This design comes from an exercise in tuning for small area on the open sky130 flow, not from production work. Only simulation tests tie the RTL to the original design; equivalence was not proved. No activity file was given, so power comes from the tool's default toggle rates.

==> inputs of trial 78 <==
==> flow/design.v <==
`timescale 1ns/1ps
package ntp_frame_pkg;
  typedef logic [63:0]  rx_word_t;
  typedef logic [15:0]  word_cnt_t;
  typedef logic [31:0]  keyid_t;
  typedef logic [159:0] ntp_digest_t;
  typedef logic [383:0] ntp_header_t;
  typedef enum logic [1:0] {
    IP_NONE,
    IP_V4,
    IP_V6
  } ip_ver_e;
  typedef struct packed {
    logic     valid;
    rx_word_t data;
  } rx_beat_t;
  typedef struct packed {
    logic     valid;
    rx_word_t data;
  } aligned_word_t;
  typedef struct packed {
    ip_ver_e     ip_ver;
    ntp_header_t header;
    keyid_t      keyid;
    ntp_digest_t digest;
    logic        complete;
  } ntp_rx_record_t;
endpackage
`timescale 1ns/1ps
package keymem_pkg;
  typedef logic [31:0]  key_word_t;
  typedef logic [2:0]   key_index_t;
  typedef logic [159:0] auth_key_t;
  typedef struct packed {
    logic   get;
    logic [31:0] keyid;   
  } keymem_req_t;
  typedef struct packed {
    logic       ready;
    logic       key_valid;
    key_index_t key_word;
    key_word_t  key_data;
  } keymem_rsp_t;
  typedef enum logic [2:0] {
    KEY_IDLE,
    KEY_REQUEST,
    KEY_COLLECT,
    KEY_SUCCESS,
    KEY_ERROR
  } key_fsm_e;
endpackage
`timescale 1ns/1ps
module ntp_auth
(
  input  logic           i_clk,
  input  logic           i_areset,
  input  logic           i_rx_reset,
  input  logic           i_rx_valid,
  input  logic [63:0]    i_rx_data,
  input  logic           i_auth_start,
  input  logic           i_keymem_ready,
  input  logic           i_keymem_key_valid,
  input  logic [2:0]     i_keymem_key_word,
  input  logic [31:0]    i_keymem_key_data,
  output logic [1:0]     o_rx_ip_ver,
  output logic [383:0]   o_rx_header,
  output logic [31:0]    o_rx_keyid,
  output logic [159:0]   o_rx_digest,
  output logic           o_rx_complete,
  output logic           o_ready,
  output logic           o_key_ok,
  output logic [159:0]   o_key,
  output logic           o_keymem_get,
  output logic [31:0]    o_keymem_keyid
);
  logic [3:0]   cnt;
  logic [1:0]   ip_ver;      
  logic         prev_take;   
  logic         complete;
  logic [575:0] rec;
  logic         v4, v6;
  logic         take;
  logic [63:0]  head;
  assign v4   = ip_ver[0];
  assign v6   = ip_ver[1];
  assign take = i_rx_valid && !i_rx_reset && (v4 || v6) &&
                (cnt >= 4'd5) && (cnt <= 4'd13);
  assign head = i_rx_valid ? i_rx_data : 64'd0;
  always_ff @(posedge i_clk or posedge i_areset) begin
    if (i_areset) begin
      cnt       <= '0;
      ip_ver    <= 2'd0;
      prev_take <= 1'b0;
      complete  <= 1'b0;
    end else if (i_rx_reset) begin
      cnt       <= '0;
      ip_ver    <= 2'd0;
      prev_take <= 1'b0;
      complete  <= 1'b0;
    end else begin
      prev_take <= take;
      complete  <= (cnt == 4'd14) && (v4 || v6) && !prev_take;
      if (i_rx_valid) begin
        if (cnt == 4'd1 && !v6) begin
          case (i_rx_data[31:16])
            16'h0800: begin ip_ver <= 2'd1; cnt <= 4'd2; end
            16'h86DD: begin ip_ver <= 2'd2; cnt <= 4'd0; end
            default:  cnt <= 4'd2;
          endcase
        end else if (cnt != 4'd14) begin
          cnt <= cnt + 4'd1;
        end
      end
    end
  end
  always_ff @(posedge i_clk) begin
    if (take) begin
      rec[575:112] <= rec[511:48];
      rec[111:80]  <= v4 ? rec[47:16] : (prev_take ? i_rx_data[63:32] : 32'd0);
      rec[79:64]   <= prev_take ? (v4 ? i_rx_data[63:48] : i_rx_data[31:16]) : 16'd0;
      rec[63:48]   <= v4 ? i_rx_data[47:32] : i_rx_data[15:0];
    end
    if (v4 ? take : prev_take)
      rec[47:16]   <= v4 ? i_rx_data[31:0] : head[63:32];
    if (prev_take)
      rec[15:0]    <= v4 ? head[63:48] : head[31:16];
  end
  assign o_rx_ip_ver   = ip_ver;
  assign o_rx_header   = rec[575:192];
  assign o_rx_keyid    = rec[191:160];
  assign o_rx_digest   = rec[159:0];
  assign o_rx_complete = complete;
  logic [1:0]   state;
  logic         key_ok;
  logic [4:0]   seen;
  logic [4:0]   hit;
  logic [4:0]   seen_next;
  logic [31:0]  keyid;
  logic [159:0] key;
  logic         st_idle, st_req, st_col, st_fin;
  assign st_idle = (state == 2'd0);
  assign st_req  = (state == 2'd1);
  assign st_col  = (state == 2'd3);
  assign st_fin  = (state == 2'd2);
  always_comb begin
    hit = '0;
    if (i_keymem_key_valid && i_keymem_key_word < 3'd5)
      hit[i_keymem_key_word] = 1'b1;
  end
  assign seen_next = seen | hit;
  always_ff @(posedge i_clk or posedge i_areset) begin
    if (i_areset) begin
      state  <= 2'd0;
      key_ok <= 1'b0;
    end else begin
      case (state)
        2'd0: if (i_auth_start) state <= 2'd1;
        2'd1: if (i_keymem_ready) begin
                state  <= 2'd3;
                key_ok <= 1'b0;
              end
        2'd3: if (&seen_next || (i_keymem_ready && !i_keymem_key_valid))
                state <= 2'd2;
        default: begin
                state  <= 2'd0;
                key_ok <= &seen;
              end
      endcase
    end
  end
  always_ff @(posedge i_clk) begin
    seen <= st_req ? 5'd0 : seen_next;
    if (st_idle)
      keyid <= rec[191:160];
    for (int n = 0; n < 5; n++)
      if (st_col && hit[n])
        key[n*32 +: 32] <= i_keymem_key_data;
  end
  assign o_ready        = st_idle;
  assign o_key_ok       = key_ok;
  assign o_key          = key;
  assign o_keymem_get   = st_req && i_keymem_ready;
  assign o_keymem_keyid = keyid;
endmodule
==> flow/flow/run.sh <==
#!/bin/bash
bash standard.sh "BUFFER_PORTS_ARGS=-buffer_cell sky130_fd_sc_hd__buf_1" \
  "CTS_ARGS=-sink_clustering_enable -repair_clock_nets -dont_use_dummy_load -buf_list sky130_fd_sc_hd__clkbuf_8 -sink_clustering_size 14 -sink_clustering_max_diameter 60" \
  finish > standard_flow.log 2>&1
==> flow/standard.sh <==
#!/bin/bash
# synth_recipe.tcl (not shown) runs the flow's synth.tcl, then flattens the netlist and writes it again
# the make line also repeats each setting of config.mk as NAME=value (left out here)
make -C /OpenROAD-flow-scripts/flow DESIGN_CONFIG=/design/flow/config.mk WORK_HOME=/design/flow/orfs CLKGATE_MAP_FILE= SYNTH_SCRIPT=/design/flow/synth_recipe.tcl "${@:-finish}"
==> flow/config.mk <==
export PLATFORM = sky130hd
export DESIGN_NAME = ntp_auth
export DESIGN_NICKNAME = ntp_auth
export VERILOG_FILES = /design/flow/design.v
export SDC_FILE = /design/flow/constraint.sdc
export NUM_CORES = 4
export LEC_CHECK = 0
export ABC_AREA = 1
export CAP_MARGIN = 20
export CORE_MARGIN = 2
export CORE_UTILIZATION = 60
export PLACE_DENSITY = 0.7
export SLEW_MARGIN = 20
==> flow/constraint.sdc <==
create_clock -name core_clock -period 5.0 [get_ports {i_clk}]
set_input_delay 1.0000 -clock core_clock [delete_from_list [all_inputs] [get_ports {i_clk}]]
set_output_delay 1.0000 -clock core_clock [all_outputs]
set_load 0.01 [all_outputs]
==> inputs of trial 38, as changes to trial 78 <==
--- a/flow/design.v
+++ b/flow/design.v
@@ -82,3 +82,2 @@
   logic         take;
-  logic [63:0]  head;
   assign v4   = ip_ver[0];
@@ -87,3 +86,2 @@
                 (cnt >= 4'd5) && (cnt <= 4'd13);
-  assign head = i_rx_valid ? i_rx_data : 64'd0;
   always_ff @(posedge i_clk or posedge i_areset) begin
@@ -115,2 +113,8 @@
   end
+  logic         v4_pt, v6_pt, v4_hd, v6_hd, low_en;
+  assign v4_pt  = v4 && prev_take;
+  assign v6_pt  = v6 && prev_take;
+  assign v4_hd  = v4 && i_rx_valid;
+  assign v6_hd  = v6 && i_rx_valid;
+  assign low_en = (v4 && take) || v6_pt;
   always_ff @(posedge i_clk) begin
@@ -118,10 +122,10 @@
       rec[575:112] <= rec[511:48];
-      rec[111:80]  <= v4 ? rec[47:16] : (prev_take ? i_rx_data[63:32] : 32'd0);
-      rec[79:64]   <= prev_take ? (v4 ? i_rx_data[63:48] : i_rx_data[31:16]) : 16'd0;
-      rec[63:48]   <= v4 ? i_rx_data[47:32] : i_rx_data[15:0];
+      rec[111:80]  <= ({32{v4}}    & rec[47:16])        | ({32{v6_pt}} & i_rx_data[63:32]);
+      rec[79:64]   <= ({16{v4_pt}} & i_rx_data[63:48])  | ({16{v6_pt}} & i_rx_data[31:16]);
+      rec[63:48]   <= ({16{v4}}    & i_rx_data[47:32])  | ({16{v6}}    & i_rx_data[15:0]);
     end
-    if (v4 ? take : prev_take)
-      rec[47:16]   <= v4 ? i_rx_data[31:0] : head[63:32];
+    if (low_en)
+      rec[47:16]   <= ({32{v4}}    & i_rx_data[31:0])   | ({32{v6_hd}} & i_rx_data[63:32]);
     if (prev_take)
-      rec[15:0]    <= v4 ? head[63:48] : head[31:16];
+      rec[15:0]    <= ({16{v4_hd}} & i_rx_data[63:48])  | ({16{v6_hd}} & i_rx_data[31:16]);
   end
@@ -132,3 +136,3 @@
   assign o_rx_complete = complete;
-  logic [1:0]   state;
+  logic         s0, s1;
   logic         key_ok;
@@ -139,31 +143,25 @@
   logic [159:0] key;
-  logic         st_idle, st_req, st_col, st_fin;
-  assign st_idle = (state == 2'd0);
-  assign st_req  = (state == 2'd1);
-  assign st_col  = (state == 2'd3);
-  assign st_fin  = (state == 2'd2);
+  logic         st_idle, st_req, st_col, st_fin, col_end;
+  assign st_idle = !s1 && !s0;
+  assign st_req  = !s1 &&  s0;
+  assign st_col  =  s1 &&  s0;
+  assign st_fin  =  s1 && !s0;
   always_comb begin
-    hit = '0;
-    if (i_keymem_key_valid && i_keymem_key_word < 3'd5)
-      hit[i_keymem_key_word] = 1'b1;
+    for (int n = 0; n < 5; n++)
+      hit[n] = i_keymem_key_valid && (i_keymem_key_word == 3'(n));
   end
   assign seen_next = seen | hit;
+  assign col_end   = &seen_next || (i_keymem_ready && !i_keymem_key_valid);
   always_ff @(posedge i_clk or posedge i_areset) begin
     if (i_areset) begin
-      state  <= 2'd0;
+      s0     <= 1'b0;
+      s1     <= 1'b0;
       key_ok <= 1'b0;
     end else begin
-      case (state)
-        2'd0: if (i_auth_start) state <= 2'd1;
-        2'd1: if (i_keymem_ready) begin
-                state  <= 2'd3;
-                key_ok <= 1'b0;
-              end
-        2'd3: if (&seen_next || (i_keymem_ready && !i_keymem_key_valid))
-                state <= 2'd2;
-        default: begin
-                state  <= 2'd0;
-                key_ok <= &seen;
-              end
-      endcase
+      s0 <= s1 ? (s0 && !col_end) : (s0 || i_auth_start);
+      s1 <= s0 ? (s1 || i_keymem_ready) : 1'b0;
+      if (st_req && i_keymem_ready)
+        key_ok <= 1'b0;
+      else if (st_fin)
+        key_ok <= &seen;
     end
==> flow/flow/run.sh (replaced) <==
#!/bin/bash
# The standard layout (standard.sh, unchanged synthesis), with two changes
# to how the layout is made:
#  - the port buffers that global placement inserts are buf_1 cells
#  - the clock tree uses clkbuf_8 cells in clusters of up to 17 sinks within
#    60 um, without dummy loads
# make's output goes to standard_flow.log; each ORFS step keeps its own log
# under orfs/logs/.
bash standard.sh "BUFFER_PORTS_ARGS=-buffer_cell sky130_fd_sc_hd__buf_1" \
  "CTS_ARGS=-sink_clustering_enable -repair_clock_nets -dont_use_dummy_load -buf_list sky130_fd_sc_hd__clkbuf_8 -sink_clustering_size 17 -sink_clustering_max_diameter 60" \
  finish > standard_flow.log 2>&1
- ABC_AREA: 1 -> default
- CORE_UTILIZATION: 60 -> 40
- GPL_TIMING_DRIVEN: default -> 0
- PLACE_DENSITY: 0.7 -> 0.85
==> inputs of build 46, as changes to trial 78 <==
--- a/flow/flow/run.sh
+++ b/flow/flow/run.sh
@@ -1,2 +1,9 @@
 #!/bin/bash
+# The standard layout (standard.sh, unchanged synthesis), with two changes
+# to how the layout is made:
+#  - the port buffers that global placement inserts are buf_1 cells
+#  - the clock tree uses clkbuf_8 cells in clusters of up to 14 sinks within
+#    60 um, without dummy loads
+# make's output goes to standard_flow.log; each ORFS step keeps its own log
+# under orfs/logs/.
 bash standard.sh "BUFFER_PORTS_ARGS=-buffer_cell sky130_fd_sc_hd__buf_1" \
- CORE_UTILIZATION: 60 -> 40
- PLACE_DENSITY: 0.7 -> default
==> inputs of trial 88, as changes to trial 78 <==
--- a/flow/design.v
+++ b/flow/design.v
@@ -82,3 +82,2 @@
   logic         take;
-  logic [63:0]  head;
   assign v4   = ip_ver[0];
@@ -87,3 +86,2 @@
                 (cnt >= 4'd5) && (cnt <= 4'd13);
-  assign head = i_rx_valid ? i_rx_data : 64'd0;
   always_ff @(posedge i_clk or posedge i_areset) begin
@@ -115,2 +113,8 @@
   end
+  logic         v4_pt, v6_pt, v4_hd, v6_hd, low_en;
+  assign v4_pt  = v4 && prev_take;
+  assign v6_pt  = v6 && prev_take;
+  assign v4_hd  = v4 && i_rx_valid;
+  assign v6_hd  = v6 && i_rx_valid;
+  assign low_en = (v4 && take) || v6_pt;
   always_ff @(posedge i_clk) begin
@@ -118,10 +122,10 @@
       rec[575:112] <= rec[511:48];
-      rec[111:80]  <= v4 ? rec[47:16] : (prev_take ? i_rx_data[63:32] : 32'd0);
-      rec[79:64]   <= prev_take ? (v4 ? i_rx_data[63:48] : i_rx_data[31:16]) : 16'd0;
-      rec[63:48]   <= v4 ? i_rx_data[47:32] : i_rx_data[15:0];
+      rec[111:80]  <= ({32{v4}}    & rec[47:16])        | ({32{v6_pt}} & i_rx_data[63:32]);
+      rec[79:64]   <= ({16{v4_pt}} & i_rx_data[63:48])  | ({16{v6_pt}} & i_rx_data[31:16]);
+      rec[63:48]   <= ({16{v4}}    & i_rx_data[47:32])  | ({16{v6}}    & i_rx_data[15:0]);
     end
-    if (v4 ? take : prev_take)
-      rec[47:16]   <= v4 ? i_rx_data[31:0] : head[63:32];
+    if (low_en)
+      rec[47:16]   <= ({32{v4}}    & i_rx_data[31:0])   | ({32{v6_hd}} & i_rx_data[63:32]);
     if (prev_take)
-      rec[15:0]    <= v4 ? head[63:48] : head[31:16];
+      rec[15:0]    <= ({16{v4_hd}} & i_rx_data[63:48])  | ({16{v6_hd}} & i_rx_data[31:16]);
   end
@@ -132,3 +136,3 @@
   assign o_rx_complete = complete;
-  logic [1:0]   state;
+  logic         s0, s1;
   logic         key_ok;
@@ -139,31 +143,25 @@
   logic [159:0] key;
-  logic         st_idle, st_req, st_col, st_fin;
-  assign st_idle = (state == 2'd0);
-  assign st_req  = (state == 2'd1);
-  assign st_col  = (state == 2'd3);
-  assign st_fin  = (state == 2'd2);
+  logic         st_idle, st_req, st_col, st_fin, col_end;
+  assign st_idle = !s1 && !s0;
+  assign st_req  = !s1 &&  s0;
+  assign st_col  =  s1 &&  s0;
+  assign st_fin  =  s1 && !s0;
   always_comb begin
-    hit = '0;
-    if (i_keymem_key_valid && i_keymem_key_word < 3'd5)
-      hit[i_keymem_key_word] = 1'b1;
+    for (int n = 0; n < 5; n++)
+      hit[n] = i_keymem_key_valid && (i_keymem_key_word == 3'(n));
   end
   assign seen_next = seen | hit;
+  assign col_end   = &seen_next || (i_keymem_ready && !i_keymem_key_valid);
   always_ff @(posedge i_clk or posedge i_areset) begin
     if (i_areset) begin
-      state  <= 2'd0;
+      s0     <= 1'b0;
+      s1     <= 1'b0;
       key_ok <= 1'b0;
     end else begin
-      case (state)
-        2'd0: if (i_auth_start) state <= 2'd1;
-        2'd1: if (i_keymem_ready) begin
-                state  <= 2'd3;
-                key_ok <= 1'b0;
-              end
-        2'd3: if (&seen_next || (i_keymem_ready && !i_keymem_key_valid))
-                state <= 2'd2;
-        default: begin
-                state  <= 2'd0;
-                key_ok <= &seen;
-              end
-      endcase
+      s0 <= s1 ? (s0 && !col_end) : (s0 || i_auth_start);
+      s1 <= s0 ? (s1 || i_keymem_ready) : 1'b0;
+      if (st_req && i_keymem_ready)
+        key_ok <= 1'b0;
+      else if (st_fin)
+        key_ok <= &seen;
     end
==> flow/flow/run.sh (replaced) <==
#!/bin/bash
# The standard layout (standard.sh, unchanged synthesis), with two changes
# to how the layout is made:
#  - the port buffers that global placement inserts are buf_1 cells
#  - the clock tree uses clkbuf_8 cells in clusters of up to 17 sinks within
#    60 um, without dummy loads
# make's output goes to standard_flow.log; each ORFS step keeps its own log
# under orfs/logs/.
bash standard.sh "BUFFER_PORTS_ARGS=-buffer_cell sky130_fd_sc_hd__buf_1" \
  "CTS_ARGS=-sink_clustering_enable -repair_clock_nets -dont_use_dummy_load -buf_list sky130_fd_sc_hd__clkbuf_4 -sink_clustering_size 10 -sink_clustering_max_diameter 45" \
  finish > standard_flow.log 2>&1
- ABC_AREA: 1 -> default
- CORE_UTILIZATION: 60 -> 40
- PLACE_DENSITY: 0.7 -> 0.85
==> comparison table <==
quantity	trial 78	trial 38	build 46	trial 88
GRT overflow	-	0	0	0
Worst slack after detailed placement	-	1.28 ns	1.47 ns	1.64 ns
Worst stage delay on the critical path	-	0.44 ns	0.72 ns	0.55 ns
Hold-fix buffers, CTS	-	0	0	0
Area growth, synth to finish	-	23.5%	21.4%	20.5%
H-tree levels	-	2	3	3
Sequential element share of the synthesized area	92.0%	93.1%	92.0%	93.1%
P_seq	-	7320 uW	7330 uW	7350 uW
Ant. Diodes	-	5	5	5
Status	did not finish	no timing/DRC/antenna violations	no timing/DRC/antenna violations	no timing/DRC/antenna violations
Last stage reached	I/O pin placement	-	-	-
Critical path's slowest cell	-	dfrtp_1	dfrtp_4	dfrtp_1
Nets@finish	-	2125	2277	2098
Area share of the leading cell type in the synthesized netlist	90.5%	91.6%	90.5%	91.6%
Wire length after detailed routing	-	101 mm	88.2 mm	96.8 mm
Buffers on Ports	-	878	879	879

==> re-timing with driven ports <==
How much do the figures lean on ideal ports? The routed layouts below were timed once more, with nothing changed but the port constraints. Step 1 (the two cells are an assumption about what drives the block):
set clk [get_ports {i_clk}]
set_driving_cell -lib_cell sky130_fd_sc_hd__clkbuf_16 $clk
set_driving_cell -lib_cell sky130_fd_sc_hd__buf_2 [delete_from_list [all_inputs] $clk]
Step 2 also shifts input and output timing later by t, the mid clock arrival at the registers, as if the neighbouring blocks saw the same clock. a / b / c = ideal / step 1 / step 2; a / b = the first two.
run	t (ns)	slack for setup (ns)	latest minus earliest clock arrival (ns)	worst data-port slew with drivers (ns)
trial 38	0.716	1.795 / 1.795 / 1.276	0.138 / 0.138	0.18
build 46	0.691	1.538 / 1.538 / 1.448	0.080 / 0.080	0.15
trial 88	0.889	1.876 / 1.810 / 1.602	0.177 / 0.177	0.19
After both steps every run listed still meets setup and hold. For trial 38, which loses most, drivers alone change the setup slack by 0.000 ns; drivers and shift together by -0.519 ns.
